This is an optimization exercise on Yosys and OpenROAD, whose aim is small area and a short achievable clock period, not a production implementation.
RTL that was checked went through simulation tests only; none was proved equivalent to the original.
No functional check of the RTL was part of runs 1, 2 and 4.
Power figures rest on the tool's default switching activity, not on a simulated workload.

$ cat config.mk
export PLATFORM = sky130hd
export DESIGN_NAME = spiMemory
export DESIGN_NICKNAME = spiMemory
export VERILOG_FILES = /design/flow/design.v
export SDC_FILE = /design/flow/constraint.sdc
export NUM_CORES = 4
export LEC_CHECK = 0
export CAP_MARGIN = 20
export CORE_MARGIN = 2
export CORE_UTILIZATION = 50
export SLEW_MARGIN = 20
$ cat constraint.sdc
create_clock -name core_clock -period 4.0 [get_ports {clk}]
set_input_delay 0.8000 -clock core_clock [delete_from_list [all_inputs] [get_ports {clk}]]
set_output_delay 0.8000 -clock core_clock [all_outputs]
set_load 0.01 [all_outputs]
$ cat design.v
package spiPkg;
    localparam int addrWidth = 7;
    localparam int dataWidth = 8;
    localparam int memDepth = 128;
    localparam int debounceCycles = 3;
    localparam int debounceWidth = $clog2(debounceCycles);
    localparam int rawPinCount = 3;
    localparam logic [rawPinCount-1:0] rawPinsIdle = 3'b010;
    localparam int readTapStep = 8;
    localparam int readTaps = memDepth / readTapStep;
    localparam int writePortStep = 32;
    localparam int writePorts = memDepth / writePortStep;
    localparam int stateWidth = 3;
    localparam logic [stateWidth-1:0] stateIdle = 3'd0;
    localparam logic [stateWidth-1:0] stateAddressLoad = 3'd1;
    localparam logic [stateWidth-1:0] stateBranch = 3'd2;
    localparam logic [stateWidth-1:0] stateDataLoad = 3'd3;
    localparam logic [stateWidth-1:0] stateRead = 3'd4;
    localparam logic [stateWidth-1:0] stateWrite = 3'd5;
    localparam logic [stateWidth-1:0] stateWriteCommit = 3'd6;
    typedef struct packed {
        logic sclkRise;
        logic sclkFall;
        logic csN;
        logic mosi;
    } spiPins;
    typedef struct packed {
        logic addrLoad;     
        logic lastAddrBit;  
        logic addrLatch;    
        logic shiftLoad;    
        logic memWrite;     
    } ctrlStrobes;
endpackage
`timescale 1ns/100ps
import spiPkg::*;
module inputConditioner
(
    input  logic   clk,
    input  logic   reset,
    input  logic   sclk,
    input  logic   csN,
    input  logic   mosi,
    output spiPkg::spiPins pins
);
    logic [rawPinCount-1:0]   rawPins;
    logic [rawPinCount-1:0]   syncStage1;
    logic [rawPinCount-1:0]   syncStage2;
    logic [rawPinCount-1:0]   stablePins;
    logic [debounceWidth-1:0] stableCount [rawPinCount];
    logic                     sclkPrev;
    assign rawPins = {mosi, csN, sclk};
    always_ff @(posedge clk) begin
        if (reset) begin
            syncStage1 <= rawPinsIdle;
            syncStage2 <= rawPinsIdle;
        end else begin
            syncStage1 <= rawPins;
            syncStage2 <= syncStage1;
        end
    end
    always_ff @(posedge clk) begin
        if (reset) begin
            stablePins <= rawPinsIdle;
            for (int i = 0; i < rawPinCount; i++) begin
                stableCount[i] <= '0;
            end
        end else begin
            for (int i = 0; i < rawPinCount; i++) begin
                if (syncStage2[i] == stablePins[i]) begin
                    stableCount[i] <= '0;
                end else if (stableCount[i] == debounceWidth'(debounceCycles - 1)) begin
                    stablePins[i] <= syncStage2[i];
                    stableCount[i] <= '0;
                end else begin
                    stableCount[i] <= stableCount[i] + 1'b1;
                end
            end
        end
    end
    always_ff @(posedge clk) begin
        if (reset) begin
            sclkPrev <= 1'b0;
        end else begin
            sclkPrev <= stablePins[0];
        end
    end
    assign pins.sclkRise = stablePins[0] & ~sclkPrev;
    assign pins.sclkFall = ~stablePins[0] & sclkPrev;
    assign pins.csN = stablePins[1];
    assign pins.mosi = stablePins[2];
endmodule
`timescale 1ns/100ps
import spiPkg::*;
module shiftRegister
(
    input  logic                 clk,
    input  logic                 reset,
    input  spiPkg::spiPins               pins,
    input  spiPkg::ctrlStrobes           strobes,
    input  logic [dataWidth-1:0] parallelIn,
    output logic [dataWidth-1:0] parallelOut,
    output logic                 miso
);
    logic [dataWidth-1:0] shiftReg;
    always_ff @(posedge clk) begin
        if (reset) begin
            shiftReg <= '0;
        end else if (strobes.shiftLoad) begin
            shiftReg <= parallelIn;
        end else if (pins.sclkRise) begin
            shiftReg <= {shiftReg[dataWidth-2:0], pins.mosi};
        end
    end
    always_ff @(posedge clk) begin
        if (reset) begin
            miso <= 1'b0;
        end else if (pins.sclkFall) begin
            miso <= shiftReg[dataWidth-1];
        end
    end
    assign parallelOut = shiftReg;
endmodule
`timescale 1ns/100ps
import spiPkg::*;
module spiController
(
    input  logic       clk,
    input  logic       reset,
    input  spiPkg::spiPins     pins,
    input  logic       rwBit,
    output spiPkg::ctrlStrobes strobes,
    output logic       misoEnable
);
    logic [stateWidth-1:0] state;
    logic [2:0]            bitCount;
    always_ff @(posedge clk) begin
        if (reset || pins.csN) begin
            state <= stateIdle;
            bitCount <= '0;
            misoEnable <= 1'b0;
        end else begin
            case (state)
                stateIdle, stateWriteCommit: begin
                    state <= stateAddressLoad;
                    bitCount <= '0;
                end
                stateAddressLoad: begin
                    if (pins.sclkRise) begin
                        bitCount <= bitCount + 1'b1;
                        if (bitCount == 3'd7) begin
                            state <= stateBranch;
                        end
                    end
                end
                stateBranch: begin
                    state <= rwBit ? stateDataLoad : stateWrite;
                end
                stateDataLoad: begin
                    state <= stateRead;
                end
                stateRead: begin
                    if (pins.sclkFall) begin
                        if (!misoEnable) begin
                            misoEnable <= 1'b1;
                        end else begin
                            bitCount <= bitCount + 1'b1;
                            if (bitCount == 3'd7) begin
                                misoEnable <= 1'b0;
                                state <= stateIdle;
                            end
                        end
                    end
                end
                stateWrite: begin
                    if (pins.sclkRise) begin
                        bitCount <= bitCount + 1'b1;
                        if (bitCount == 3'd7) begin
                            state <= stateWriteCommit;
                        end
                    end
                end
                default: begin
                    state <= stateIdle;
                    bitCount <= '0;
                    misoEnable <= 1'b0;
                end
            endcase
        end
    end
    assign strobes.addrLoad = (state == stateAddressLoad);
    assign strobes.lastAddrBit = (bitCount == 3'd7);
    assign strobes.addrLatch = (state == stateBranch);
    assign strobes.shiftLoad = (state == stateDataLoad);
    assign strobes.memWrite = (state == stateWriteCommit);
endmodule
`timescale 1ns/100ps
import spiPkg::*;
module dataMemory
(
    input  logic                 clk,
    input  spiPkg::spiPins       pins,
    input  spiPkg::ctrlStrobes   strobes,
    input  logic [dataWidth-1:0] busIn,
    output logic [dataWidth-1:0] readData
);
    localparam int posWidth = $clog2(memDepth);
    localparam int tapWidth = $clog2(readTaps);
    localparam int portWidth = $clog2(writePorts);
    logic [memDepth-1:0][dataWidth-1:0] ring;
    logic [memDepth-1:0][dataWidth-1:0] ringNext;
    logic [posWidth-1:0]  rotation;
    logic [posWidth-1:0]  nextRotation;
    logic [addrWidth-1:0] addrReg;
    logic [dataWidth-1:0] heldData;
    logic                 writePending;
    logic [addrWidth-1:0] nextCandidate;
    logic                 tapHit;
    logic [tapWidth-1:0]  tapIndex;
    logic [dataWidth-1:0] tapData;
    logic                 writeNow;
    logic [portWidth-1:0] writePort;
    assign nextRotation = rotation + 1'b1;
    always_comb begin
        if (pins.sclkRise && !(strobes.addrLoad && strobes.lastAddrBit)) begin
            nextCandidate = {busIn[addrWidth-2:0], pins.mosi};
        end else if (strobes.addrLatch) begin
            nextCandidate = busIn[dataWidth-1 -: addrWidth];
        end else begin
            nextCandidate = busIn[addrWidth-1:0];
        end
    end
    assign writeNow = writePending &&
        (rotation[posWidth-portWidth-1:0] == ~addrReg[posWidth-portWidth-1:0]);
    assign writePort = rotation[posWidth-1 -: portWidth] + addrReg[posWidth-1 -: portWidth] + 1'b1;
    always_comb begin
        ringNext = {ring[memDepth-2:0], ring[memDepth-1]};
        for (int j = 0; j < writePorts; j++) begin
            if (writeNow && writePort == portWidth'(j)) begin
                ringNext[j * writePortStep] = heldData;
            end
        end
    end
    assign tapData = ring[{tapIndex, {(posWidth-tapWidth){1'b0}}}];
    always_ff @(posedge clk) begin
        rotation <= nextRotation;
        tapHit <= (nextCandidate[posWidth-tapWidth-1:0] == ~rotation[posWidth-tapWidth-1:0]);
        tapIndex <= nextCandidate[posWidth-1 -: tapWidth] + rotation[posWidth-1 -: tapWidth] + 1'b1;
        ring <= ringNext;
        if (strobes.addrLatch) begin
            addrReg <= busIn[dataWidth-1 -: addrWidth];
        end
        if (strobes.memWrite) begin
            writePending <= 1'b1;
        end else if (writeNow) begin
            writePending <= 1'b0;
        end
        if (strobes.memWrite) begin
            heldData <= busIn;
        end else if (tapHit && !writePending) begin
            heldData <= tapData;
        end
    end
    assign readData = tapHit ? tapData : heldData;
endmodule
`timescale 1ns/100ps
import spiPkg::*;
module spiMemory
(
    input  logic clk,
    input  logic reset,
    input  logic sclk,
    input  logic csN,
    input  logic mosi,
    output logic miso,
    output logic misoEnable
);
    spiPkg::spiPins       pins;
    spiPkg::ctrlStrobes   strobes;
    logic [dataWidth-1:0] parallelOut;
    logic [dataWidth-1:0] readData;
    logic                 rwBit;
    inputConditioner i_inputConditioner (
        .clk   (clk),
        .reset (reset),
        .sclk  (sclk),
        .csN   (csN),
        .mosi  (mosi),
        .pins  (pins)
    );
    assign rwBit = parallelOut[0];
    spiController i_spiController (
        .clk        (clk),
        .reset      (reset),
        .pins       (pins),
        .rwBit      (rwBit),
        .strobes    (strobes),
        .misoEnable (misoEnable)
    );
    shiftRegister i_shiftRegister (
        .clk         (clk),
        .reset       (reset),
        .pins        (pins),
        .strobes     (strobes),
        .parallelIn  (readData),
        .parallelOut (parallelOut),
        .miso        (miso)
    );
    dataMemory i_dataMemory (
        .clk      (clk),
        .pins     (pins),
        .strobes  (strobes),
        .busIn    (parallelOut),
        .readData (readData)
    );
endmodule
$ cat run.sh
#!/bin/bash
# synth_recipe.tcl (not shown) runs the flow's synth.tcl, then flattens the netlist and writes it again
# the make line also repeats each setting of config.mk as NAME=value (left out here)
make -C /OpenROAD-flow-scripts/flow DESIGN_CONFIG=/design/flow/config.mk WORK_HOME=/design/flow/orfs CLKGATE_MAP_FILE= SYNTH_SCRIPT=/design/flow/synth_recipe.tcl finish
==> results of run 1 <==
## synth_stat cells (all sizes together)
library cell / count
a221o: 1
or4: 2
nor2b: 10
xor2: 11
clkbuf: 14
o21ai: 28
nor3: 11
dfxtp: 1069
xnor2: 10
ha: 10
fa: 1
a311o: 8
buf: 10
mux4: 32
nand4: 1
and3: 3
nand2b: 1
mux2i: 18
or3: 3
a211o: 1
mux2: 43
a21oi: 19
or2: 5
edfxtp: 15
a21o: 3
nand3: 9
a31oi: 1
nand3b: 1
nor3b: 3
nand2: 45
a211oi: 2
nor2: 17
inv: 12
## state kept, by name, indices dropped and copies added, names as in the netlist, 4 cells and up
signal	cells
i_dataMemory.rotation	7
i_dataMemory.addrReg	7
i_dataMemory.ring	1024
i_inputConditioner.stableCount	6
i_shiftRegister.shiftReg	8
i_dataMemory.tapIndex	4
i_dataMemory.heldData	8
## cell families (layout without fill, tap and decap cells)
kind of cell	Yosys count	in the layout
AO/OA/AOI/OAI	63	63
XOR/XNOR	21	21
adder cells (fa/ha/maj)	11	11
buffers and inverters	36	203
flip-flops	1084	1084
multiplexers	93	93
AND/OR/NAND/NOR	111	111
## through the flow
step                power, mW  instances  area (um^2)  worst slack [ps]  utilization [%]
finish                  20.11       2250        28870              1451            59.09
global route            20.81       2250        28870              1236            59.09
global placement        11.08       2074        25530              1410            52.25
CTS                     20.36       2250        28870              1385            59.09
detailed placement      11.08       2074        25530              1390            52.25
floorplan               11.07       1419        24660              1661                -
## worst paths after layout
check	start	endpoint	slack [ps]	cells after the start
worst max register to register	i_dataMemory.rotation[5]	i_dataMemory.ring[775]	1450	7
worst min register to register	i_dataMemory.ring[652]	i_dataMemory.ring[660]	310	0
worst min-delay path	i_dataMemory.ring[652]	i_dataMemory.ring[660]	310	0
worst max-delay path	i_dataMemory.rotation[5]	i_dataMemory.ring[775]	1450	7
## power by group
group / switching (mW) / internal (mW)
registers: 0.00227 / 10.8
logic: 0.00637 / 0.00712
clock network: 3.75 / 5.53
total: 3.76 / 16.4
## routing by layer
layer  vias up  global-route usage, %
met5         -                      0
met4         0                  5.879
met3        80                  3.838
met2       139                  20.24
met1      4661                  18.62
li1       4824                      -
## cell type report
type	count	area share, %
Clock inverter	30	1.296
Multi-Input combinational cell	299	9.246
Clock buffer	146	10.27
Timing Repair Buffer	15	0.4421
Inverter	12	0.1560
Sequential cell	1084	75.71
Tap cell	664	2.878
## worst max-delay path: stages, from the launching register on
cell	delay, ps
dfxtp_1	410
inv_1	70
ha_1	180
xor2_1	150
xnor2_1	260
nand2_1	150
nor3_2	790
mux2_2	420
==> results.txt, run 1 <==
ANT nets after route 0; Post-Syn Instances 1419; # port buffers 6; first-pass GRT wire length 52670 um; critical path class flip-flop to flip-flop; # IOs 7; Initial DRC Count 421; vias in the first global route 9845; Sink Count 1084; Vert. Die Dim 226.1 um; wl on met1 16490 um; routed vias/inst 4.313; post-CTS sizing 0; Finish-stage setup viols 0; Max Cap Viol 0; Chip Width 226.1 um; Final Hold Fails 0; DRC violations left 0; share of post-route cells with drive strength above 1 16.20%; Req. time, crit path 4510 ps; Reg area 0.02185 mm^2; static leakage 11.44 nW; power density over the cells 696.6 mW/mm^2; fin nets 1523; CP Capture Type flip-flop; area leader, netlist dfxtp_1; xor/xnor share of the synthesized area 0.7459%; hold buffer count at CTS 0; final worst path period share 63.72%; CP max FO 8; TritonRoute pass-1 iters 5; CTS tree built; clock latency (worst-skew pair) 630 ps; share of the synthesized area in the top cell type 86.78%; Clock Skews 15.67 ps; routed wl met3 1306 um; Core Region 0.04885 mm^2; Top Layer Used met4; DR vias 9704; synth-to-layout area growth 17.05%; data arrival time of the critical path 3060 ps; Tmin final 2549 ps; Compound-Gate Fraction of Synth Area 1.532%; DR WL/cell 14.57 um; fmax 392.3 MHz; root buffer cell clkbuf_16; commonest non-fill, non-tap cell in the layout dfxtp_1; flops & latches, synth 1084; Multi-input gate area 0.002669 mm^2; final WL 32780 um; gr ovfl total 0; routed wl met2 14040 um; most frequent cells in the layout dfxtp_1 (1067), clkbuf_16 (100), nand2_1 (45), mux2_2 (35), mux4_2 (32); postcts setup bufs 0; fillers 3709; mapped cell area 0.02466 mm^2; GRT Util Overall 13.59%; multiplexer area fraction after synthesis 5.738%; Yosys cell types 40; routability cong. 0.7958; Simple-Gate Fraction of Synth Area 2.177%; Max IR drop VDD 0.4779 mV; DP HPWL 18520 um; worst slew pin tran 1027 ps; n_diodes 0; initial antenna violation count 0; Reg clk slew, reported paths 70 ps; largest net degree at the start of global routing 24; largest family of logic cells by synthesized area multiplexers; worst min-delay path class flip-flop to flip-flop; largest cells by area after synthesis dfxtp_1 (87%), mux4_2 (2.9%), edfxtp_1 (1.8%); relative slew slack 31.15%; syn_area_per_cell 17.38 um^2; die area 0.05111 mm^2; Syn. warnings 5; Rows 81; H-tree Lvls 3; startpoint types flip-flop; Bufs on Longest Clock Path 3; outcome no timing/DRC/antenna violations; register area share after synthesis 88.61%; TNS Setup 0 ps; Slew Limit Fails 0; RSZ-0062 raised after global routing no; Initial Util 50.48%; adder-cell share of the synthesized area 0.5886%; number of buffers created by CTS 95; Hold Worst Slack 312.0 ps; synthesized net count 1435
==> run 2, diff against run 1 <==
--- a/design.v
+++ b/design.v
@@ -220,4 +220,5 @@
     logic [dataWidth-1:0] tapData;
     logic                 writeNow;
+    logic [writePorts-1:0] writeSelect;
     logic [portWidth-1:0] writePort;
     assign nextRotation = rotation + 1'b1;
@@ -237,6 +238,6 @@
         ringNext = {ring[memDepth-2:0], ring[memDepth-1]};
         for (int j = 0; j < writePorts; j++) begin
-            if (writeNow && writePort == portWidth'(j)) begin
-                ringNext[j * writePortStep] = heldData;
+            if (writeSelect[j]) begin
+                ringNext[j * writePortStep + 1] = heldData;
             end
         end
@@ -251,7 +252,10 @@
             addrReg <= busIn[dataWidth-1 -: addrWidth];
         end
+        for (int j = 0; j < writePorts; j++) begin
+            writeSelect[j] <= writeNow && writePort == portWidth'(j);
+        end
         if (strobes.memWrite) begin
             writePending <= 1'b1;
-        end else if (writeNow) begin
+        end else if (|writeSelect) begin
             writePending <= 1'b0;
         end
--- a/config.mk
+++ b/config.mk
@@ -8,4 +8,8 @@
 export CAP_MARGIN = 20
 export CORE_MARGIN = 2
-export CORE_UTILIZATION = 50
+export CORE_UTILIZATION = 70
+export CTS_BUF_LIST = sky130_fd_sc_hd__clkbuf_4 sky130_fd_sc_hd__clkbuf_8 sky130_fd_sc_hd__clkbuf_16
+export CTS_CLUSTER_DIAMETER = 40
+export CTS_CLUSTER_SIZE = 16
+export SETUP_SLACK_MARGIN = 2.0
 export SLEW_MARGIN = 20
==> results.txt, run 2 <==
outcome no timing/DRC/antenna violations; TNS Setup 0 ps (unchanged); flops & latches, synth 1088 (+0.37%); H-tree Lvls 3 (unchanged); area leader, netlist dfxtp_1; DR WL/cell 19.61 um (+35%); post-synthesis async set-or-reset flop share 0% (unchanged); Syn. warnings 5 (unchanged); Vert. Die Dim 192.2 um (-15%); share of post-route cells with drive strength above 1 16.98% (+0.77 points); Rows 68 (-16%); max incr delay on CP 340 ps (-450 ps); RSZ-0062 raised after global routing yes; routed vias/inst 4.984 (+16%); hold buffer count at CTS 0 (unchanged); Req. time, crit path 4510 ps (about the same); Initial Util 71.44% (+21 points); r2r setup slk 1880 ps (+430 ps); # port buffers 6 (unchanged); Initial DRC Count 546 (+30%); Max Cap Viol 0 (unchanged); Max IR drop VDD 0.6284 mV (+32%); clock latency (worst-skew pair) 610 ps (-20 ps); Tmin final 2120 ps (-428.5 ps); Reg clk slew, reported paths 70 ps (about the same); Clock Skews 18.87 ps (+3.197 ps); largest registers i_dataMemory.ring: 1024 flops, i_dataMemory.heldData: 8 flops, i_shiftRegister.shiftReg: 8 flops; fmax 471.6 MHz (+20%); final worst path period share 53.01% (-11 points); gr ovfl total 0 (unchanged); startpoint types flip-flop; crit path cell chain ha_4 -> ha_4 -> a21oi_4 -> nand2_2 -> o21ai_2 -> ha_1 -> a21o_1 -> a21oi_2 -> xnor2_1 -> xnor2_1; synth cell count leaders dfxtp_1 (1073), mux2_2 (43), nand2_1 (39), mux4_2 (30), mux2i_1 (20); synth-to-layout area growth 13.99%; routability cong. 0.7855 (-1.3%); Core Region 0.03471 mm^2 (-29%); Top FF cell, synth dfxtp_1; number of buffers created by CTS 82 (-14%); critical path class flip-flop to flip-flop; fin nets 1535 (+0.79%); Worst path slowest cell dfxtp_2; largest net degree at the start of global routing 18 (-25%); most common cell in the synthesized netlist dfxtp_1; Hold Worst Slack 311.0 ps (-0.9830 ps); relative slew slack 27.19% (-4.0 points); DRC violations left 0 (unchanged); die area 0.03695 mm^2 (-28%); Final Hold Fails 0 (unchanged); Largest Register i_dataMemory.ring; worst slew pin tran 1091 ps (+63.47 ps); Final Core Density 81.43% (+22 points); # IOs 7 (unchanged); syn_area_per_cell 17.40 um^2 (+0.14%); final WL 39310 um (+20%); Sink Count 1088 (+0.37%); CP Capture Type flip-flop; Post-Syn Instances 1425 (+0.42%); largest cells by area after synthesis dfxtp_1 (87%), mux4_2 (2.7%), mux2_2 (2.0%); mapped cell area 0.02480 mm^2 (+0.56%); root buffer cell clkbuf_16; worst min-delay path class flip-flop to flip-flop; EDFF count, synth 15 (unchanged); CP max FO 6 (-2); TritonRoute pass-1 iters 4 (-1); Bufs on Longest Clock Path 3 (unchanged); ANT nets after route 0 (unchanged); DR vias 9992 (+3.0%); max reg flops 1024 (unchanged); power density over the cells 659.3 mW/mm^2 (-5.4%); synthesized net count 1441 (+0.42%); vias in the first global route 10540 (+7.0%); Slew Limit Fails 0 (unchanged); data arrival time of the critical path 2640 ps (-420 ps); GRT Util Overall 22.18% (+8.6 points); initial antenna violation count 3 (+3); commonest non-fill, non-tap cell in the layout dfxtp_1; Yosys cell types 47 (+18%); CTS tree built; DP HPWL 19420 um (+4.9%); static leakage 11.23 nW (-1.9%); register area share after synthesis 88.44% (-0.17 points); first-pass GRT wire length 60100 um (+14%); most frequent cells in the layout dfxtp_1 (1062), clkbuf_16 (87), mux2_2 (43), nand2_1 (36), mux4_2 (30); Finish-stage setup viols 0 (unchanged); Chip Width 192.2 um (-15%); share of the synthesized area in the top cell type 86.62% (-0.16 points)
## run 2: changes by cell type in the layout (fill, tap and decap cells not counted), moves of 6 or more
cell       change
clkbuf_8      -25
o21ai_0       -19
clkbuf_1      -17
buf_4         +13
clkbuf_16     -13
nand2_1        -9
o21ai_1        +9
o21ai_2        +9
clkinv_2       -8
mux2_2         +8
mux2_4         -8
a21oi_1        -6
clkbuf_4       +6
## run 2: critical path, delay by kind of cell (launching register included)
kind | cells | cell delay (ps)
compound gates | 4 | 710
fa+ha+maj | 3 | 580
flops | 1 | 340
xor+xnor | 2 | 310
simple gates | 1 | 90
## run 2: kinds of logic (layout without fill, tap and decap cells)
| logic type | count (synthesis) | after routing | synth area share [%] |
|---|---|---|---|
| simple gates | 109 | 109 | 2.154 |
| mux | 95 | 95 | 5.696 |
| xor+xnor | 22 | 22 | 0.7770 |
| buf+inv | 39 | 163 | 0.7921 |
| other cells | 0 | 1 | 0 |
| flops | 1088 | 1088 | 88.44 |
| compound gates | 61 | 61 | 1.559 |
| fa+ha+maj | 11 | 11 | 0.5853 |
## run 2: cell type report
class                           instances  area [um^2]
Antenna cell                            1        2.502
Clock buffer                           95         2227
Clock inverter                         19        257.7
Fill cell                            1649         6445
Inverter                               10        37.54
Multi-Input combinational cell        298         2791
Sequential cell                      1088        21960
Tap cell                              455        569.3
Timing Repair Buffer                   39        425.4
## run 2: what timing repair did
action | in CTS | in global routing
pin swaps | 6 | 10
setup buffers | 16 | 8
gates resized for setup | 29 | 20
setup endpoints to repair | 21 | 16
gates cloned | 1 | 2
## run 2: report_power, final
part / switching, mW / internal (mW)
Sequential: 0.00287 / 10.8
Combinational: 0.00738 / 0.00791
Clock: 3.55 / 4.23
## run 2: metrics by stage
| step | instances | setup WS (ps) | total power [mW] | instance area [um^2] |
|---|---|---|---|---|
| floorplan | 1425 | 2015 | 11.11 | 24830 |
| global placement | 1863 | 1678 | 11.12 | 25350 |
| detailed placement | 1863 | 1634 | 11.12 | 25350 |
| CTS | 1994 | 1938 | 18.79 | 28080 |
| global route | 2004 | 1781 | 19.18 | 28270 |
| finish | 2005 | 1880 | 18.64 | 28270 |
## run 2: routing by layer
layer	wire length, um	vias to the layer above	GRT usage [%]
li1	-	4812	-
met1	18020	4888	30.15
met2	18290	214	34.82
met3	1941	78	5.171
met4	1060	0	8.837
met5	0	-	0
## run 2: worst paths after layout
path,startpoint,end,depth (start not counted)
setup / recovery,i_spiController.bitCount[1],i_dataMemory.tapIndex[3],10
hold reg to reg,i_dataMemory.ring[694],i_dataMemory.ring[702],0
setup reg to reg,i_spiController.bitCount[1],i_dataMemory.tapIndex[3],10
hold / removal,i_dataMemory.ring[694],i_dataMemory.ring[702],0
==> run 3, diff against run 2 <==
--- a/design.v
+++ b/design.v
@@ -216,9 +216,10 @@
     logic                 writePending;
     logic [addrWidth-1:0] nextCandidate;
+    logic [posWidth-1:0]  nextCandidatePos;
     logic                 tapHit;
     logic [tapWidth-1:0]  tapIndex;
     logic [dataWidth-1:0] tapData;
+    logic [posWidth-1:0]  writeRowNextPos;
     logic                 writeNow;
-    logic [writePorts-1:0] writeSelect;
     logic [portWidth-1:0] writePort;
     assign nextRotation = rotation + 1'b1;
@@ -232,12 +233,13 @@
         end
     end
-    assign writeNow = writePending &&
-        (rotation[posWidth-portWidth-1:0] == ~addrReg[posWidth-portWidth-1:0]);
-    assign writePort = rotation[posWidth-1 -: portWidth] + addrReg[posWidth-1 -: portWidth] + 1'b1;
+    assign nextCandidatePos = nextCandidate + nextRotation;
+    assign writeRowNextPos = addrReg + nextRotation;
+    assign writeNow = writePending && (writeRowNextPos[posWidth-portWidth-1:0] == '0);
+    assign writePort = writeRowNextPos[posWidth-1 -: portWidth];
     always_comb begin
         ringNext = {ring[memDepth-2:0], ring[memDepth-1]};
         for (int j = 0; j < writePorts; j++) begin
-            if (writeSelect[j]) begin
-                ringNext[j * writePortStep + 1] = heldData;
+            if (writeNow && writePort == portWidth'(j)) begin
+                ringNext[j * writePortStep] = heldData;
             end
         end
@@ -246,16 +248,13 @@
     always_ff @(posedge clk) begin
         rotation <= nextRotation;
-        tapHit <= (nextCandidate[posWidth-tapWidth-1:0] == ~rotation[posWidth-tapWidth-1:0]);
-        tapIndex <= nextCandidate[posWidth-1 -: tapWidth] + rotation[posWidth-1 -: tapWidth] + 1'b1;
+        tapHit <= (nextCandidatePos[posWidth-tapWidth-1:0] == '0);
+        tapIndex <= nextCandidatePos[posWidth-1 -: tapWidth];
         ring <= ringNext;
         if (strobes.addrLatch) begin
             addrReg <= busIn[dataWidth-1 -: addrWidth];
         end
-        for (int j = 0; j < writePorts; j++) begin
-            writeSelect[j] <= writeNow && writePort == portWidth'(j);
-        end
         if (strobes.memWrite) begin
             writePending <= 1'b1;
-        end else if (|writeSelect) begin
+        end else if (writeNow) begin
             writePending <= 1'b0;
         end
==> config.mk (replaced) <==
export PLATFORM = sky130hd
export DESIGN_NAME = spiMemory
export DESIGN_NICKNAME = spiMemory
export VERILOG_FILES = /design/flow/design.v
export SDC_FILE = /design/flow/constraint.sdc
export NUM_CORES = 4
export LEC_CHECK = 0
export CAP_MARGIN = 20
export CORE_MARGIN = 2
export CORE_UTILIZATION = 50
export SLEW_MARGIN = 20
==> results.txt, run 3 <==
Final Core Density 58.99% (-22 points); Setup WS pre-CTS 774.6 ps (-859.9 ps); setup ws final 793.4 ps (-1086 ps); busiest grt layer met2; DP HPWL 19210 um (-1.1%); Final Hold Fails 0 (unchanged); final worst path period share 80.16% (+27 points); Placed Instances 2068 (+11%); startpoint types flip-flop; largest net degree at the start of global routing 24 (+6); Syn. warnings 5 (unchanged); CTS tree built; share of post-route cells with drive strength above 1 16.69% (-0.29 points); vias in the first global route 9753 (-7.4%); CP max FO 8 (+2); DR WL/cell 14.69 um (-25%); GRT Util Overall 13.37% (-8.8 points); Sink Count 1084 (-0.37%); postcts setup bufs 0 (-16); Bufs on Longest Clock Path 3 (unchanged); Slew Limit Fails 0 (unchanged); post-route insts no fill 2241 (+12%); area leader, netlist dfxtp_1; min-delay src i_dataMemory.ring[163]; Rows 81 (+19%); # IOs 7 (unchanged); root buffer cell clkbuf_16; Max Cap Viol 0 (unchanged); static leakage 11.45 nW (+1.9%); synthesized net count 1440 (-0.069%); post-CTS sizing 0 (-100%); r2r setup slk 790 ps (-1090 ps); final WL 32930 um (-16%); initial antenna violation count 1 (-2); largest cells by area after synthesis dfxtp_1 (86%), mux4_2 (3.6%), edfxtp_1 (1.8%); max reg flops 1024 (unchanged); fmax 311.9 MHz (-34%); Clock Skews 21.13 ps (+2.257 ps); WHS Endpoint i_dataMemory.ring[171]; Reg clk slew, reported paths 60 ps (about the same); Finish-stage setup viols 0 (unchanged); worst slew pin tran 1014 ps (-76.64 ps); EDFF count, synth 15 (unchanged); Internal 16.22 mW (+7.5%); most frequent cells in the layout dfxtp_1 (1067), clkbuf_16 (100), mux4_2 (40), mux2_2 (40), nand2_1 (37); DRC violations left 0 (unchanged); Initial DRC Count 496 (-9.2%); relative slew slack 32.31% (+5.1 points); first-pass GRT wire length 51830 um (-14%); met1 global-route usage 19.14% (-11 points); most common cell in the synthesized netlist dfxtp_1; die area 0.05151 mm^2 (+39%); met2 Resource Use GR 19.17% (-16 points); flops & latches, synth 1084 (-0.37%); Post-Syn Instances 1413 (-0.84%); power density over the cells 688.3 mW/mm^2 (+4.4%); CP Capture Type flip-flop; synth-to-layout area growth 16.42%; TritonRoute pass-1 iters 4 (unchanged); Reg power frac 54.3% (-3.9 points); Core Region 0.04905 mm^2 (+41%); worst min-delay path class flip-flop to flip-flop; Top FF cell, synth dfxtp_1; commonest non-fill, non-tap cell in the layout dfxtp_1; synth cell count leaders dfxtp_1 (1069), mux2_2 (40), mux4_2 (40), nand2_1 (37), a21oi_1 (28); number of buffers created by CTS 95 (+16%); fin nets 1528 (-0.46%); RSZ-0062 raised after global routing no; Reg-to-Reg Start i_dataMemory.rotation[0]; grt met3 use 3.562% (-1.6 points); ANT nets after route 0 (unchanged); share of the synthesized area in the top cell type 86.10% (-0.52 points); Tmin final 3207 ps (+1086 ps); Sw Share 18.56% (-0.51 points); Vert. Die Dim 227.0 um (+18%); post-synthesis async set-or-reset flop share 0% (unchanged); clock latency (worst-skew pair) 620 ps (about the same); Initial Util 50.67% (-21 points); hold path depth 0 (unchanged); Yosys cell types 46 (-2.1%); H-tree Lvls 3 (unchanged); Logic pwr share 0.1% (about the same); clock power share 45.6% (+3.9 points); routability cong. 0.8014 (+2.0%); outcome no timing/DRC/antenna violations; sw power 3.697 mW (+4.0%); mapped cell area 0.02486 mm^2 (+0.23%); Chip Width 227.0 um (+18%); critical path class flip-flop to flip-flop; FF-to-FF End i_dataMemory.ring[6]; Req. time, crit path 4490 ps (-20 ps); data arrival time of the critical path 3700 ps (+1060 ps); DR vias 9649 (-3.4%); Max IR drop VDD 0.4612 mV (-27%); # port buffers 6 (unchanged); Tot Pwr 19.92 mW (+6.9%); hold buffer count at CTS 0 (unchanged); syn_area_per_cell 17.59 um^2 (+1.1%); Largest Register i_dataMemory.ring; routed vias/inst 4.306 (-14%); register area share after synthesis 87.91% (-0.52 points); largest registers i_dataMemory.ring: 1024 flops, i_dataMemory.heldData: 8 flops, i_shiftRegister.shiftReg: 8 flops; r2r worst-path depth 9 (-1); TNS Setup 0 ps (unchanged); gr ovfl total 0 (unchanged)
## run 3: worst max-delay path: stages (launching register included)
cell,delay (ps)
dfxtp_1,370
ha_1,210
nand3_2,130
xnor2_1,340
ha_1,360
a21o_1,200
a31oi_1,280
xnor2_1,210
nor3b_4,570
mux2_2,410
## run 3: metal layers
metal / vias to the layer above / part of all wire, %
met3: 71 / 3.5
met2: 131 / 41
met1: 4649 / 52
li1: 4798 / -
met4: 0 / 2.8
met5: - / 0
## run 3: layout make-up
cell class              count  area (um^2)
well taps                 664        830.8
clock buffers             135         2794
diodes                      1        2.502
inverters                  14        52.55
repair buffers             14        120.1
clock inverters            37        426.7
fillers                  3718        20120
multi-input cells         292         2856
flip-flops and latches   1084        21850
## run 3: power groups by stage
stage,Sequential (mW),Combinational (mW),Clock [mW]
floorplan,11.1,0.00761,0
finish,10.8,0.0135,9.08
detailed placement,11.1,0.0134,0
global route,10.8,0.0147,9.77
global placement,11.1,0.0132,0
CTS,10.8,0.0136,9.32
## run 3: through the flow
| step | cell area [um^2] | hold WS [ps] |
|---|---|---|
| 2_1_floorplan | 24860 | 309.6 |
| 3_3_place_gp | 25710 | 309.5 |
| 3_5_place_dp | 25710 | 312.1 |
| 4_1_cts | 28930 | 309.1 |
| 5_1_grt | 28930 | 309.9 |
| 6_report | 28940 | 308.9 |
## run 3: worst max-delay path by stage
| stage | from | end | slack (ps) | cells after the start |
|---|---|---|---|---|
| 3_3_place_gp | i_dataMemory.rotation[0] | i_dataMemory.ring[3] | 900 | 9 |
| 3_5_place_dp | i_dataMemory.rotation[0] | i_dataMemory.ring[6] | 770 | 9 |
| 2_1_floorplan | i_spiController.bitCount[0] | i_dataMemory.tapIndex[3] | 1200 | 15 |
| 6_report | i_dataMemory.rotation[0] | i_dataMemory.ring[6] | 790 | 9 |
| 5_1_grt | i_dataMemory.rotation[0] | i_dataMemory.ring[6] | 500 | 9 |
| 4_1_cts | i_dataMemory.rotation[0] | i_dataMemory.ring[4] | 740 | 9 |
## run 3: kinds of logic (layout without fill, tap and decap cells)
logic type	after synthesis	in the layout	share of synthesized area, %
DFF	1084	1084	87.91
and+or+nand+nor	99	99	2.079
muxes	92	92	5.920
AOI/OAI and AO/OA	58	58	1.480
buffers and inverters	37	200	0.6141
adders and majority gates	22	22	1.168
xor gates and xnor gates	21	21	0.8256
other	0	1	0
==> run 4, diff against run 3 <==
--- a/design.v
+++ b/design.v
@@ -215,31 +215,24 @@
     logic [dataWidth-1:0] heldData;
     logic                 writePending;
-    logic [addrWidth-1:0] nextCandidate;
-    logic [posWidth-1:0]  nextCandidatePos;
+    logic                 newCandidate;
+    logic [posWidth-1:0]  candidatePos;
     logic                 tapHit;
     logic [tapWidth-1:0]  tapIndex;
     logic [dataWidth-1:0] tapData;
-    logic [posWidth-1:0]  writeRowNextPos;
     logic                 writeNow;
+    logic [writePorts-1:0] writeSelect;
     logic [portWidth-1:0] writePort;
     assign nextRotation = rotation + 1'b1;
-    always_comb begin
-        if (pins.sclkRise && !(strobes.addrLoad && strobes.lastAddrBit)) begin
-            nextCandidate = {busIn[addrWidth-2:0], pins.mosi};
-        end else if (strobes.addrLatch) begin
-            nextCandidate = busIn[dataWidth-1 -: addrWidth];
-        end else begin
-            nextCandidate = busIn[addrWidth-1:0];
-        end
-    end
-    assign nextCandidatePos = nextCandidate + nextRotation;
-    assign writeRowNextPos = addrReg + nextRotation;
-    assign writeNow = writePending && (writeRowNextPos[posWidth-portWidth-1:0] == '0);
-    assign writePort = writeRowNextPos[posWidth-1 -: portWidth];
+    assign newCandidate = pins.sclkRise && !(strobes.addrLoad && strobes.lastAddrBit);
+    assign tapHit = (candidatePos[posWidth-tapWidth-1:0] == '0);
+    assign tapIndex = candidatePos[posWidth-1 -: tapWidth];
+    assign writeNow = writePending &&
+        (rotation[posWidth-portWidth-1:0] == ~addrReg[posWidth-portWidth-1:0]);
+    assign writePort = rotation[posWidth-1 -: portWidth] + addrReg[posWidth-1 -: portWidth] + 1'b1;
     always_comb begin
         ringNext = {ring[memDepth-2:0], ring[memDepth-1]};
         for (int j = 0; j < writePorts; j++) begin
-            if (writeNow && writePort == portWidth'(j)) begin
-                ringNext[j * writePortStep] = heldData;
+            if (writeSelect[j]) begin
+                ringNext[j * writePortStep + 1] = heldData;
             end
         end
@@ -248,13 +241,19 @@
     always_ff @(posedge clk) begin
         rotation <= nextRotation;
-        tapHit <= (nextCandidatePos[posWidth-tapWidth-1:0] == '0);
-        tapIndex <= nextCandidatePos[posWidth-1 -: tapWidth];
+        if (newCandidate) begin
+            candidatePos <= {busIn[addrWidth-2:0], pins.mosi} + nextRotation;
+        end else begin
+            candidatePos <= candidatePos + 1'b1;
+        end
         ring <= ringNext;
         if (strobes.addrLatch) begin
             addrReg <= busIn[dataWidth-1 -: addrWidth];
         end
+        for (int j = 0; j < writePorts; j++) begin
+            writeSelect[j] <= writeNow && writePort == portWidth'(j);
+        end
         if (strobes.memWrite) begin
             writePending <= 1'b1;
-        end else if (writeNow) begin
+        end else if (|writeSelect) begin
             writePending <= 1'b0;
         end
--- a/config.mk
+++ b/config.mk
@@ -8,4 +8,8 @@
 export CAP_MARGIN = 20
 export CORE_MARGIN = 2
-export CORE_UTILIZATION = 50
+export CORE_UTILIZATION = 75
+export CTS_BUF_LIST = sky130_fd_sc_hd__clkbuf_8
+export CTS_CLUSTER_DIAMETER = 45
+export CTS_CLUSTER_SIZE = 18
+export SETUP_SLACK_MARGIN = 2.2
 export SLEW_MARGIN = 20
==> results.txt, run 4 <==
outcome no timing/DRC/antenna violations; n_diodes 0 (-1); most frequent cells in the layout dfxtp_1 (1060), clkbuf_8 (76), nand2_1 (39), mux2_2 (34), mux4_2 (32); CTS tree built; Initial Util 76.47% (+26 points); fin nets 1557 (+1.9%); largest net degree at the start of global routing 25 (+4.2%); area leader, netlist dfxtp_1; number of buffers created by CTS 71 (-25%); Sink Count 1090 (+0.55%); Chip Width 186.6 um (-18%); synth cell count leaders dfxtp_1 (1075), mux2_2 (40), nand2_1 (39), nor2_1 (31), mux4_2 (25); routability cong. 0.7470 (-6.8%); Syn. warnings 5 (unchanged); TritonRoute pass-1 iters 6 (+2); TNS Setup 0 ps (unchanged); share of the synthesized area in the top cell type 86.06% (about the same); crit path cell chain ha_4 -> nand3_2 -> xnor2_2 -> ha_1 -> or3_4 -> a21oi_2 -> a21oi_1 -> and3_1; DR WL/cell 18.17 um (+24%); Post-Syn Instances 1458 (+3.2%); Clock Skews 22.87 ps (+1.743 ps); static leakage 10.72 nW (-6.4%); Reg area 0.02201 mm^2 (+0.73%); Vert. Die Dim 186.6 um (-18%); synthesized net count 1480 (+2.8%); DR vias 9955 (+3.2%); DRC violations left 0 (unchanged); GRT Util Overall 21.26% (+7.9 points); initial antenna violation count 0 (-1); min-delay src i_dataMemory.ring[429]; Final Hold Fails 0 (unchanged); Multi-input gate area 0.003032 mm^2 (+6.1%); Worst path slowest cell dfxtp_4; die area 0.03482 mm^2 (-32%); vias in the first global route 10190 (+4.5%); most common cell in the synthesized netlist dfxtp_1; CP Capture Type flip-flop; Slew Limit Fails 0 (unchanged); DP HPWL 20540 um (+6.9%); routed vias/inst 5.000 (+16%); Top FF cell, synth dfxtp_1; Req. time, crit path 4530 ps (+40 ps); final WL 36180 um (+9.9%); ANT nets after route 0 (unchanged); worst slew pin tran 940.6 ps (-73.46 ps); hold buffer count at CTS 0 (unchanged); largest registers i_dataMemory.ring: 1024 flops, i_dataMemory.heldData: 8 flops, i_shiftRegister.shiftReg: 8 flops; data arrival time of the critical path 2570 ps (-1130 ps); startpoint types flip-flop; # port buffers 6 (unchanged); final worst path period share 50.81% (-29 points); RSZ-0062 raised after global routing yes; register area share after synthesis 87.87% (about the same); H-tree Lvls 3 (unchanged); Initial DRC Count 574 (+16%); Crit. Startpoint i_dataMemory.rotation[0]; fillers 1503 (-60%); max reg flops 1024 (unchanged); mapped cell area 0.02501 mm^2 (+0.60%); Largest Register i_dataMemory.ring; Max Cap Viol 0 (unchanged); share of post-route cells with drive strength above 1 15.17% (-1.5 points); first-pass GRT wire length 55840 um (+7.7%); power density over the cells 614.6 mW/mm^2 (-11%); root buffer cell clkbuf_8; fmax 492.0 MHz (+58%); Core Region 0.03270 mm^2 (-33%); synth-to-layout area growth 8.766%; flops & latches, synth 1090 (+0.55%); commonest non-fill, non-tap cell in the layout dfxtp_1; largest cells by area after synthesis dfxtp_1 (86%), mux4_2 (2.3%), edfxtp_1 (1.8%); Reg-to-Reg Start i_dataMemory.rotation[0]; Finish-stage setup viols 0 (unchanged); relative slew slack 37.30% (+5.0 points); max incr delay on CP 380 ps (-190 ps); Rows 66 (-19%); CP max FO 3 (-5); Tot Pwr 16.72 mW (-16%); Bufs on Longest Clock Path 3 (unchanged); # IOs 7 (unchanged); syn_area_per_cell 17.15 um^2 (-2.5%); critical path class flip-flop to flip-flop; Max IR drop VDD 0.5401 mV (+17%); EDFF count, synth 15 (unchanged); gr ovfl total 0 (unchanged); worst min-delay path class flip-flop to flip-flop; clock latency (worst-skew pair) 640 ps (+20 ps); post-synthesis async set-or-reset flop share 0% (unchanged); Reg clk slew, reported paths 130 ps (+70 ps); Yosys cell types 49 (+6.5%); Tmin final 2032 ps (-1174 ps)
-- run 4: changes by cell type after synthesis, sizes merged, moves of 7 or more --
cell,before,now
mux4,40,32
a311o,0,7
o21ai,9,25
a31o,8,0
nor2,21,31
-- run 4: worst paths after layout --
path,end,slack [ps],cells past startpoint
min,i_dataMemory.ring[437],310,0
max reg2reg,i_dataMemory.candidatePos[5],1970,8
min reg2reg,i_dataMemory.ring[437],310,0
max,i_dataMemory.candidatePos[5],1970,8
-- run 4: final cells by class --
class / instances / area share, %
Timing Repair Buffer: 37 / 1.615
Sequential cell: 1090 / 80.94
Inverter: 13 / 0.1794
Clock inverter: 11 / 0.2438
Multi-Input combinational cell: 322 / 11.15
Tap cell: 442 / 2.033
Clock buffer: 76 / 3.846
-- run 4: per-layer routing --
layer	up-vias	track usage, %	routed length [um]
li1	4847	-	-
met1	4788	29.69	16760
met2	226	33.34	16610
met3	94	4.119	1639
met4	0	8.700	1164
met5	-	0	0
-- run 4: metrics by stage --
stage	utilization (%)	setup WS [ps]	hold slack [ps]	cell area [um^2]	std cells
final	83.17	1968	309.6	27200	1991
after global routing	83.17	1942	321.2	27200	1991
after detailed placement	78.12	1487	312.1	25550	1879
after CTS	82.81	2027	316.7	27080	1988
after global placement	78.12	1488	309.5	25550	1879
after floorplan	-	2173	309.6	25060	1458
-- run 4: power breakdown --
part | switching [mW] | internal (mW)
Combinational | 0.403 | 0.465
Clock | 3.04 | 1.74
Sequential | 0.144 | 10.9
-- run 4: logic make-up after synthesis --
group	share of synthesized area, %
XOR/XNOR	0.8957
adder cells (fa/ha/maj)	0.8807
buffers and inverters	0.8806
AND/OR/NAND/NOR	2.342
AO/OA/AOI/OAI	1.851
multiplexers	5.284
flip-flops	87.87
-- run 4: worst max-delay path, delay by kind of cell (launching register included) --
kind	cells	cell delay [ps]
compound gates	2	210
xor+xnor	1	220
fa+ha+maj	2	460
flops	1	380
simple gates	3	660
-- run 4: what timing repair did --
item                       CTS  global route
setup buffers               20             3
setup endpoints to repair   39            22
pin swaps                   14             6
resized for setup           56            17
gates cloned                 2             0
==> run 5, diff against run 4 <==
--- a/design.v
+++ b/design.v
@@ -225,5 +225,5 @@
     assign nextRotation = rotation + 1'b1;
     assign newCandidate = pins.sclkRise && !(strobes.addrLoad && strobes.lastAddrBit);
-    assign tapHit = (candidatePos[posWidth-tapWidth-1:0] == '0);
+    assign tapHit = (candidatePos[posWidth-tapWidth-1:0] == (posWidth-tapWidth)'(readTapStep - 2));
     assign tapIndex = candidatePos[posWidth-1 -: tapWidth];
     assign writeNow = writePending &&
@@ -238,9 +238,9 @@
         end
     end
-    assign tapData = ring[{tapIndex, {(posWidth-tapWidth){1'b0}}}];
+    assign tapData = ring[{tapIndex, (posWidth-tapWidth)'(readTapStep - 1)}];
     always_ff @(posedge clk) begin
         rotation <= nextRotation;
         if (newCandidate) begin
-            candidatePos <= {busIn[addrWidth-2:0], pins.mosi} + nextRotation;
+            candidatePos <= {busIn[addrWidth-2:0], pins.mosi} + rotation;
         end else begin
             candidatePos <= candidatePos + 1'b1;
--- a/config.mk
+++ b/config.mk
@@ -10,6 +10,6 @@
 export CORE_UTILIZATION = 75
 export CTS_BUF_LIST = sky130_fd_sc_hd__clkbuf_8
-export CTS_CLUSTER_DIAMETER = 45
-export CTS_CLUSTER_SIZE = 18
-export SETUP_SLACK_MARGIN = 2.2
+export CTS_CLUSTER_DIAMETER = 40
+export CTS_CLUSTER_SIZE = 20
+export SETUP_SLACK_MARGIN = 2.3
 export SLEW_MARGIN = 20
==> results.txt, run 5 <==
RSZ-0062 raised after global routing yes; EDFF count, synth 15 (unchanged); Yosys cell types 48 (-2.0%); hold buffer count at CTS 0 (unchanged); Initial Util 75.48% (-0.99 points); die area 0.03497 mm^2 (+0.45%); Req. time, crit path 4440 ps (-90 ps); TritonRoute pass-1 iters 5 (-1); area leader, netlist dfxtp_1; number of buffers created by CTS 76 (+7.0%); ANT nets after route 0 (unchanged); commonest non-fill, non-tap cell in the layout dfxtp_1; Sw Share 22.77% (+1.3 points); hold path depth 0 (unchanged); DR WL/cell 19.70 um (+8.4%); routability cong. 0.7888 (+5.6%); Max IR drop VDD 0.5195 mV (-3.8%); Final Hold Fails 0 (unchanged); vias in the first global route 10500 (+3.0%); static leakage 11.05 nW (+3.1%); synth-to-layout area growth 10.04%; CTS tree built; Reg power frac 63.6% (-2.6 points); GRT Util Overall 23.40% (+2.1 points); Reg clk slew, reported paths 110 ps (-20 ps); CP max FO 8 (+5); sw power 3.996 mW (+11%); WHS Endpoint i_dataMemory.ring[822]; min-delay src i_dataMemory.ring[814]; worst min-delay path class flip-flop to flip-flop; critical path class flip-flop to flip-flop; startpoint types flip-flop; Logic pwr share 4.2% (-1.0 points); Largest Register i_dataMemory.ring; Finish-stage setup viols 0 (unchanged); final worst path period share 48.61% (-2.2 points); outcome no timing/DRC/antenna violations; n_diodes 0 (unchanged); Chip Width 187.0 um (+0.22%); DR vias 10150 (+2.0%); Multi-input gate area 0.003042 mm^2 (+0.33%); H-tree Lvls 3 (unchanged); fillers 1506 (+0.20%); fmax 514.3 MHz (+4.5%); DRC violations left 0 (unchanged); share of the synthesized area in the top cell type 85.67% (-0.39 points); Max Cap Viol 0 (unchanged); Initial DRC Count 604 (+5.2%); mapped cell area 0.02512 mm^2 (+0.46%); largest registers i_dataMemory.ring: 1024 flops, i_dataMemory.heldData: 8 flops, i_shiftRegister.shiftReg: 8 flops; worst slew pin tran 802.2 ps (-138.4 ps); routed vias/inst 4.994 (-0.12%); syn_area_per_cell 17.34 um^2 (+1.1%); Post-Syn Instances 1449 (-0.62%); fin nets 1557 (unchanged); clock power share 32.2% (+3.6 points); final WL 40040 um (+11%); root buffer cell clkbuf_8; Slew Limit Fails 0 (unchanged); DP HPWL 21310 um (+3.7%); gr ovfl total 0 (unchanged); max reg flops 1024 (unchanged); Placed Instances 1876 (-0.16%); share of post-route cells with drive strength above 1 16.97% (+1.8 points); Vert. Die Dim 187.0 um (+0.22%); # port buffers 6 (unchanged); Syn. warnings 5 (unchanged); Tot Pwr 17.55 mW (+5.0%); initial antenna violation count 2 (+2); r2r setup slk 2060 ps (+90 ps); data arrival time of the critical path 2380 ps (-190 ps); relative slew slack 46.45% (+9.2 points); Internal 13.55 mW (+3.2%); Tmin final 1944 ps (-87.94 ps); FF-to-FF End i_dataMemory.heldData[2]; Bufs on Longest Clock Path 3 (unchanged); Sink Count 1090 (unchanged); first-pass GRT wire length 60860 um (+9.0%); TNS Setup 0 ps (unchanged); Hold Worst Slack 314.5 ps (+4.888 ps); Rows 67 (+1.5%); Reg-to-Reg Start i_dataMemory.candidatePos[5]; Reg area 0.02201 mm^2 (about the same); most common cell in the synthesized netlist dfxtp_1; Clock Skews 30.94 ps (+8.072 ps); CP Capture Type flip-flop; flops & latches, synth 1090 (unchanged); most frequent cells in the layout dfxtp_1 (1058), clkbuf_8 (78), nand2_1 (36), mux2_2 (32), mux4_2 (28); largest net degree at the start of global routing 34 (+36%); Top FF cell, synth dfxtp_1; register area share after synthesis 87.47% (-0.40 points); # IOs 7 (unchanged); post-synthesis async set-or-reset flop share 0% (unchanged); synthesized net count 1470 (-0.68%); largest cells by area after synthesis dfxtp_1 (86%), mux4_1 (2.6%), edfxtp_1 (1.8%); Core Region 0.03328 mm^2 (+1.8%); power density over the cells 634.8 mW/mm^2 (+3.3%); synth cell count leaders dfxtp_1 (1075), mux2_2 (40), nand2_1 (36), mux4_1 (25), mux2i_1 (22); r2r worst-path depth 6 (-2); clock latency (worst-skew pair) 690 ps (+50 ps); post-route insts no fill 2033 (+2.1%)
run 5: changes by cell type in the layout (fill, tap and decap cells not counted), moves of 6 or more:
cell and delta:
a21oi_1 -6, a21oi_4 -6, inv_6 +11, inv_8 +11, mux2i_1 +10, nor2_1 -12
o21ai_1 -13, o21ai_2 +7
run 5: area by class of cell:
cell class                      instances  area share [%]
Timing Repair Buffer                   39           1.616
Tap cell                              448           2.028
Inverter                               10          0.1358
Clock inverter                         49           1.716
Clock buffer                           78           3.884
Sequential cell                      1090           79.62
Multi-Input combinational cell        319           11.00
run 5: repair_timing:
| action | in CTS | in global routing |
|---|---|---|
| pin swaps | 7 | 4 |
| hold endpoints to repair | 0 | 0 |
| gates resized for setup | 71 | 24 |
| endpoints found under the setup margin | 36 | 26 |
| setup buffers | 23 | 4 |
| cloned | 3 | 0 |
run 5: cells by family (layout without fill, tap and decap cells):
logic type                 after synthesis  after routing  synth area share (%)
AOI/OAI and AO/OA                       71             71                 1.878
xor gates and xnor gates                22             22                0.7671
adders and majority gates               16             16                0.8269
buffers and inverters                   41            176                0.8866
DFF                                   1090           1090                 87.47
muxes                                   94             94                 5.913
and+or+nand+nor                        115            116                 2.261
run 5: per-stage QoR:
stage | cell area, um^2 | setup slack, ps | util (%)
after floorplan | 25150 | 2286 | -
after global placement | 25610 | 1612 | 76.95
after detailed placement | 25610 | 1444 | 76.95
after CTS | 27500 | 2020 | 82.64
after global routing | 27640 | 2007 | 83.06
final | 27640 | 2056 | 83.06
run 5: worst max path at each step:
stage	startpoint	end	slack, ps	depth (start not counted)
final	i_dataMemory.candidatePos[5]	i_dataMemory.heldData[2]	2060	6
after global routing	i_spiController.misoEnable	misoEnable	2010	1
after CTS	i_shiftRegister.miso	miso	2020	1
after detailed placement	i_dataMemory.candidatePos[5]	i_dataMemory.heldData[5]	1440	4
after global placement	i_dataMemory.candidatePos[5]	i_dataMemory.heldData[1]	1610	4
after floorplan	i_dataMemory.candidatePos[5]	i_dataMemory.heldData[1]	2290	6
run 5: critical path: stages (launching register included):
cell and delay (ps):
dfxtp_4 510, buf_12 150, buf_16 130, mux4_2 510, mux2i_1 180, mux2_4 200, o21ai_2 50
run 5: metal layers:
metal / GRT usage (%) / part of all wire [%]
met1: 33.51 / 46
met4: 9.188 / 2.7
met5: 0 / 0
met3: 5.647 / 5.4
met2: 35.10 / 46
run 5: power groups by stage:
stage          registers (mW)  clock network, mW  logic [mW]
2_1_floorplan            11.2                  0       0.494
6_report                 11.2               5.66       0.735
3_5_place_dp             11.5                  0       0.318
3_3_place_gp             11.5                  0       0.312
5_1_grt                  11.2               6.14       0.774
4_1_cts                  11.2               5.77       0.660
==> run 6, diff against run 5 <==
--- a/config.mk
+++ b/config.mk
@@ -9,7 +9,7 @@
 export CORE_MARGIN = 2
 export CORE_UTILIZATION = 75
-export CTS_BUF_LIST = sky130_fd_sc_hd__clkbuf_8
+export CTS_BUF_LIST = sky130_fd_sc_hd__clkbuf_16
 export CTS_CLUSTER_DIAMETER = 40
-export CTS_CLUSTER_SIZE = 20
-export SETUP_SLACK_MARGIN = 2.3
+export CTS_CLUSTER_SIZE = 40
+export SETUP_SLACK_MARGIN = 2.2
 export SLEW_MARGIN = 20
==> results.txt, run 6 <==
Error [ERROR DPL-0033] detailed placement checks failed during check placement.; area leader, netlist dfxtp_1; number of buffers created by CTS 72 (-5.3%); postcts setup bufs 17 (-26%); mapped cell area 0.02512 mm^2 (unchanged); register area share after synthesis 87.47% (unchanged); largest cells by area after synthesis dfxtp_1 (86%), mux4_1 (2.6%), edfxtp_1 (1.8%); Vert. Die Dim 187.0 um (unchanged); syn_area_per_cell 17.34 um^2 (unchanged); # IOs 7 (unchanged); Syn. warnings 5 (unchanged); post-CTS sizing 76 (+7.0%); outcome aborted with a tool error; Initial Util 75.48% (unchanged); share of the synthesized area in the top cell type 85.67% (unchanged); Stopped at 4_1_cts; routability cong. 0.8169 (+3.6%); synthesized net count 1470 (unchanged); Chip Width 187.0 um (unchanged); most common cell in the synthesized netlist dfxtp_1; # port buffers 6 (unchanged); Yosys cell types 48 (unchanged); root buffer cell clkbuf_16; H-tree Lvls 3 (unchanged); DP HPWL 21180 um (-0.62%); Sink Count 1090 (unchanged); post-synthesis async set-or-reset flop share 0% (unchanged); flops & latches, synth 1090 (unchanged); Rows 67 (unchanged); Placed Instances 1878 (+0.11%); Post-Syn Instances 1449 (unchanged); EDFF count, synth 15 (unchanged); hold buffer count at CTS 0 (unchanged); synth cell count leaders dfxtp_1 (1075), mux2_2 (40), nand2_1 (36), mux4_1 (25), mux2i_1 (22); Top FF cell, synth dfxtp_1; Bufs on Longest Clock Path 3 (unchanged)
-- run 6: cell counts after synthesis --
Identical to the previous run, type by type.
-- run 6: cell families after synthesis --
family                     count (synthesis)  synth area share [%]
xor gates and xnor gates                  22                0.7671
DFF                                     1090                 87.47
muxes                                     94                 5.913
adders and majority gates                 16                0.8269
and+or+nand+nor                          115                 2.261
buffers and inverters                     41                0.8866
AOI/OAI and AO/OA                         71                 1.878
-- run 6: power by group through the flow --
stage | Sequential [mW] | Clock (mW) | Combinational [mW]
after detailed placement | 11.4 | 0 | 0.382
after global placement | 11.4 | 0 | 0.372
after floorplan | 11.2 | 0 | 0.477
-- run 6: worst max-delay path by stage --
stage                                              end  slack [ps]
after global placement        i_dataMemory.heldData[2]        1570
after floorplan           i_dataMemory.candidatePos[6]        2210
after detailed placement      i_dataMemory.heldData[2]        1350
-- run 6: through the flow --
step / area, um^2 / setup WS [ps] / hold WS (ps) / utilization (%) / power [mW]
detailed placement: 25610 / 1354 / 312.1 / 76.94 / 11.78
global placement: 25610 / 1570 / 309.7 / 76.94 / 11.76
floorplan: 25120 / 2214 / 309.6 / - / 11.68
==> run 7, diff against run 6 <==
--- a/config.mk
+++ b/config.mk
@@ -9,7 +9,7 @@
 export CORE_MARGIN = 2
 export CORE_UTILIZATION = 75
-export CTS_BUF_LIST = sky130_fd_sc_hd__clkbuf_16
-export CTS_CLUSTER_DIAMETER = 40
-export CTS_CLUSTER_SIZE = 40
+export CTS_BUF_LIST = sky130_fd_sc_hd__clkbuf_8
+export CTS_CLUSTER_DIAMETER = 35
+export CTS_CLUSTER_SIZE = 22
 export SETUP_SLACK_MARGIN = 2.2
 export SLEW_MARGIN = 20
==> results.txt, run 7 <==
largest registers i_dataMemory.ring: 1024 flops, i_dataMemory.heldData: 8 flops, i_shiftRegister.shiftReg: 8 flops; CP Depth 6; Syn. warnings 5 (unchanged); max incr delay on CP 490 ps; # IOs 7 (unchanged); gr ovfl total 0; routability cong. 0.8169 (unchanged); Rows 67 (unchanged); routed vias/inst 5.073; fin nets 1572; Reg-to-Reg Start i_dataMemory.candidatePos[5]; Core Region 0.03328 mm^2; Top FF cell, synth dfxtp_1; Initial Util 75.48% (unchanged); setup ws final 2028 ps; Logic pwr share 4.1%; Largest Register i_dataMemory.ring; largest net degree at the start of global routing 34; syn_area_per_cell 17.34 um^2 (unchanged); ANT nets after route 0; data arrival time of the critical path 2390 ps; die area 0.03497 mm^2; initial antenna violation count 0; Slew Limit Fails 0; RSZ-0062 raised after global routing yes; most frequent cells in the layout dfxtp_1 (1064), clkbuf_8 (98), nand2_1 (36), mux2_2 (32), mux4_2 (31); largest cells by area after synthesis dfxtp_1 (86%), mux4_1 (2.6%), edfxtp_1 (1.8%); share of the synthesized area in the top cell type 85.67% (unchanged); max reg flops 1024; most common cell in the synthesized netlist dfxtp_1; CP top delay family multiplexers; DP HPWL 21180 um (unchanged); Tot Pwr 19.36 mW; worst slew pin tran 857.5 ps; CTS tree built; Max IR drop VDD 0.5483 mV; Max Cap Viol 0; CP max FO 6; CP Capture Type flip-flop; n_diodes 0; FF-to-FF End i_dataMemory.heldData[7]; Setup WS pre-CTS 1354 ps (unchanged); Worst path slowest cell mux4_2; commonest non-fill, non-tap cell in the layout dfxtp_1; min-delay src i_dataMemory.ring[460]; Sw Share 24.42%; crit path cell chain buf_12 -> buf_16 -> mux4_2 -> mux2i_1 -> mux2_4 -> o21ai_1; TNS Setup 0 ps; Finish-stage setup viols 0; first-pass GRT wire length 61780 um; H-tree Lvls 3 (unchanged); r2r setup slk 2030 ps; Chip Width 187.0 um (unchanged); Tmin final 1972 ps; Final Hold Fails 0; root buffer cell clkbuf_8; Req. time, crit path 4420 ps; DR vias 10540; DRC violations left 0; flops & latches, synth 1090 (unchanged); synth-to-layout area growth 13.00%; Bufs on Longest Clock Path 3 (unchanged); r2r worst-path depth 6; synthesized net count 1470 (unchanged); area leader, netlist dfxtp_1; Sink Count 1090 (unchanged); startpoint types flip-flop; vias in the first global route 10940; relative slew slack 42.76%; final WL 42710 um; clock latency (worst-skew pair) 720 ps; sw power 4.727 mW; share of post-route cells with drive strength above 1 19.26%; Initial DRC Count 635; worst min-delay path class flip-flop to flip-flop; DR WL/cell 20.55 um; static leakage 11.38 nW; # port buffers 6 (unchanged); mapped cell area 0.02512 mm^2 (unchanged); Reg power frac 57.4%; Clock Skews 53.88 ps; number of buffers created by CTS 94 (+31%); final worst path period share 49.29%; post-synthesis async set-or-reset flop share 0% (unchanged); EDFF count, synth 15 (unchanged); fillers 1334; clock power share 38.6%; Crit. Startpoint i_dataMemory.candidatePos[5]; Yosys cell types 48 (unchanged); GRT Util Overall 23.49%; Internal 14.63 mW; critical path class flip-flop to flip-flop; Vert. Die Dim 187.0 um (unchanged); Crit path buffers/inverters 2; Reg clk slew, reported paths 110 ps; synth cell count leaders dfxtp_1 (1075), mux2_2 (40), nand2_1 (36), mux4_1 (25), mux2i_1 (22); fmax 507.2 MHz; worst setup path endpoint i_dataMemory.heldData[7]; TritonRoute pass-1 iters 4; Post-Syn Instances 1449 (unchanged); outcome no timing/DRC/antenna violations; power density over the cells 682.1 mW/mm^2; register area share after synthesis 87.47% (unchanged)
-- run 7: cell counts after synthesis --
No cell type changed its count.
-- run 7: area by class of cell --
class,instances,area (um^2),area share [%]
Multi-Input combinational cell,319,2968,10.46
Sequential cell,1090,21990,77.49
Clock inverter,77,1050,3.698
Inverter,10,37.54,0.1322
Timing Repair Buffer,36,424.2,1.494
Tap cell,448,560.5,1.975
Clock buffer,98,1349,4.752
-- run 7: how the worst min path moves through the flow --
| stage | slack (ps) | cells after the start | end |
|---|---|---|---|
| after global routing | 310 | 0 | i_dataMemory.ring[866] |
| after CTS | 310 | 0 | i_dataMemory.ring[278] |
| final | 300 | 0 | i_dataMemory.ring[468] |
| after floorplan | 310 | 0 | i_dataMemory.ring[1000] |
| after global placement | 310 | 0 | i_dataMemory.ring[444] |
| after detailed placement | 310 | 0 | i_dataMemory.ring[1016] |
-- run 7: worst register-to-register path, delay by kind of cell, from the launching register on --
family / cells / cell delay (ps)
flip-flops: 1 / 440
AO/OA/AOI/OAI: 1 / 50
buffers and inverters: 2 / 310
multiplexers: 3 / 920
-- run 7: cell families after synthesis --
group	Yosys count	share of synthesized area (%)
fa+ha+maj	16	0.8269
flops	1090	87.47
xor+xnor	22	0.7671
mux	94	5.913
simple gates	115	2.261
compound gates	71	1.878
buf+inv	41	0.8866
-- run 7: per-layer routing --
metal	vias to the layer above	global-route usage [%]	part of all wire, %
met2	300	37.25	48
met5	-	0	0
met4	0	9.860	3.2
li1	4997	-	-
met1	5146	32.02	44
met3	98	4.972	4.7
-- run 7: timing repair --
action	CTS	global route
pin swaps	3	2
buffers inserted	17	5
setup endpoints to repair	34	33
hold buffers	0	0
gates cloned	2	1
gates resized for setup	64	41
-- run 7: power groups by stage --
stage / Combinational (mW) / Clock [mW] / Sequential, mW
final: 0.789 / 7.47 / 11.1
after detailed placement: 0.382 / 0 / 11.4
after global routing: 0.827 / 7.96 / 11.1
after CTS: 0.620 / 7.55 / 11.1
after global placement: 0.372 / 0 / 11.4
after floorplan: 0.477 / 0 / 11.2
-- run 7: metrics by stage --
step	std cells	instance area, um^2	hold WS (ps)	utilization, %
6_report	2078	28380	300.7	85.29
5_1_grt	2078	28380	307.2	85.29
4_1_cts	2072	28220	307.4	84.79
3_5_place_dp	1878	25610	312.1	76.94
3_3_place_gp	1878	25610	309.7	76.94
2_1_floorplan	1449	25120	309.6	-

==> port drivers added, routing unchanged <==
Ports are ideal in the flow. The routed layouts listed here were re-timed in OpenROAD.
Step 1: set_driving_cell puts a clkbuf_16 on clk and a buf_2 on each other input, an assumption about the parent block.
Step 2 also shifts input and output timing later by t, the mid clock arrival at the registers, as if the neighbouring blocks saw the same clock.
Slacks: no drivers / after step 1 / after step 2; pairs: no drivers / after step 1.
| run | shift t [ns] | slack for setup (ns) | worst setup path after step 2 | clock arrival spread, ns | pins driven straight from the clock port |
|---|---|---|---|---|---|
| run 1 | 0.680 | 1.451 / 1.451 / 1.451 | register to register | 0.019 / 0.018 | 1 |
| run 2 | 0.656 | 1.880 / 1.880 / 1.640 | input to register | 0.020 / 0.020 | 1 |
| run 3 | 0.663 | 0.793 / 0.793 / 0.793 | register to register | 0.022 / 0.021 | 1 |
| run 4 | 0.684 | 1.968 / 1.968 / 1.853 | input to register | 0.029 / 0.029 | 1 |
| run 5 | 0.716 | 2.056 / 2.017 / 1.681 | input to register | 0.041 / 0.041 | 1 |
| run 7 | 0.740 | 2.028 / 1.997 / 1.682 | input to register | 0.065 / 0.065 | 1 |
After both steps setup and hold are still met in every run listed. For run 5, which loses most, drivers alone change the setup slack by -0.039 ns; drivers and shift together by -0.375 ns.
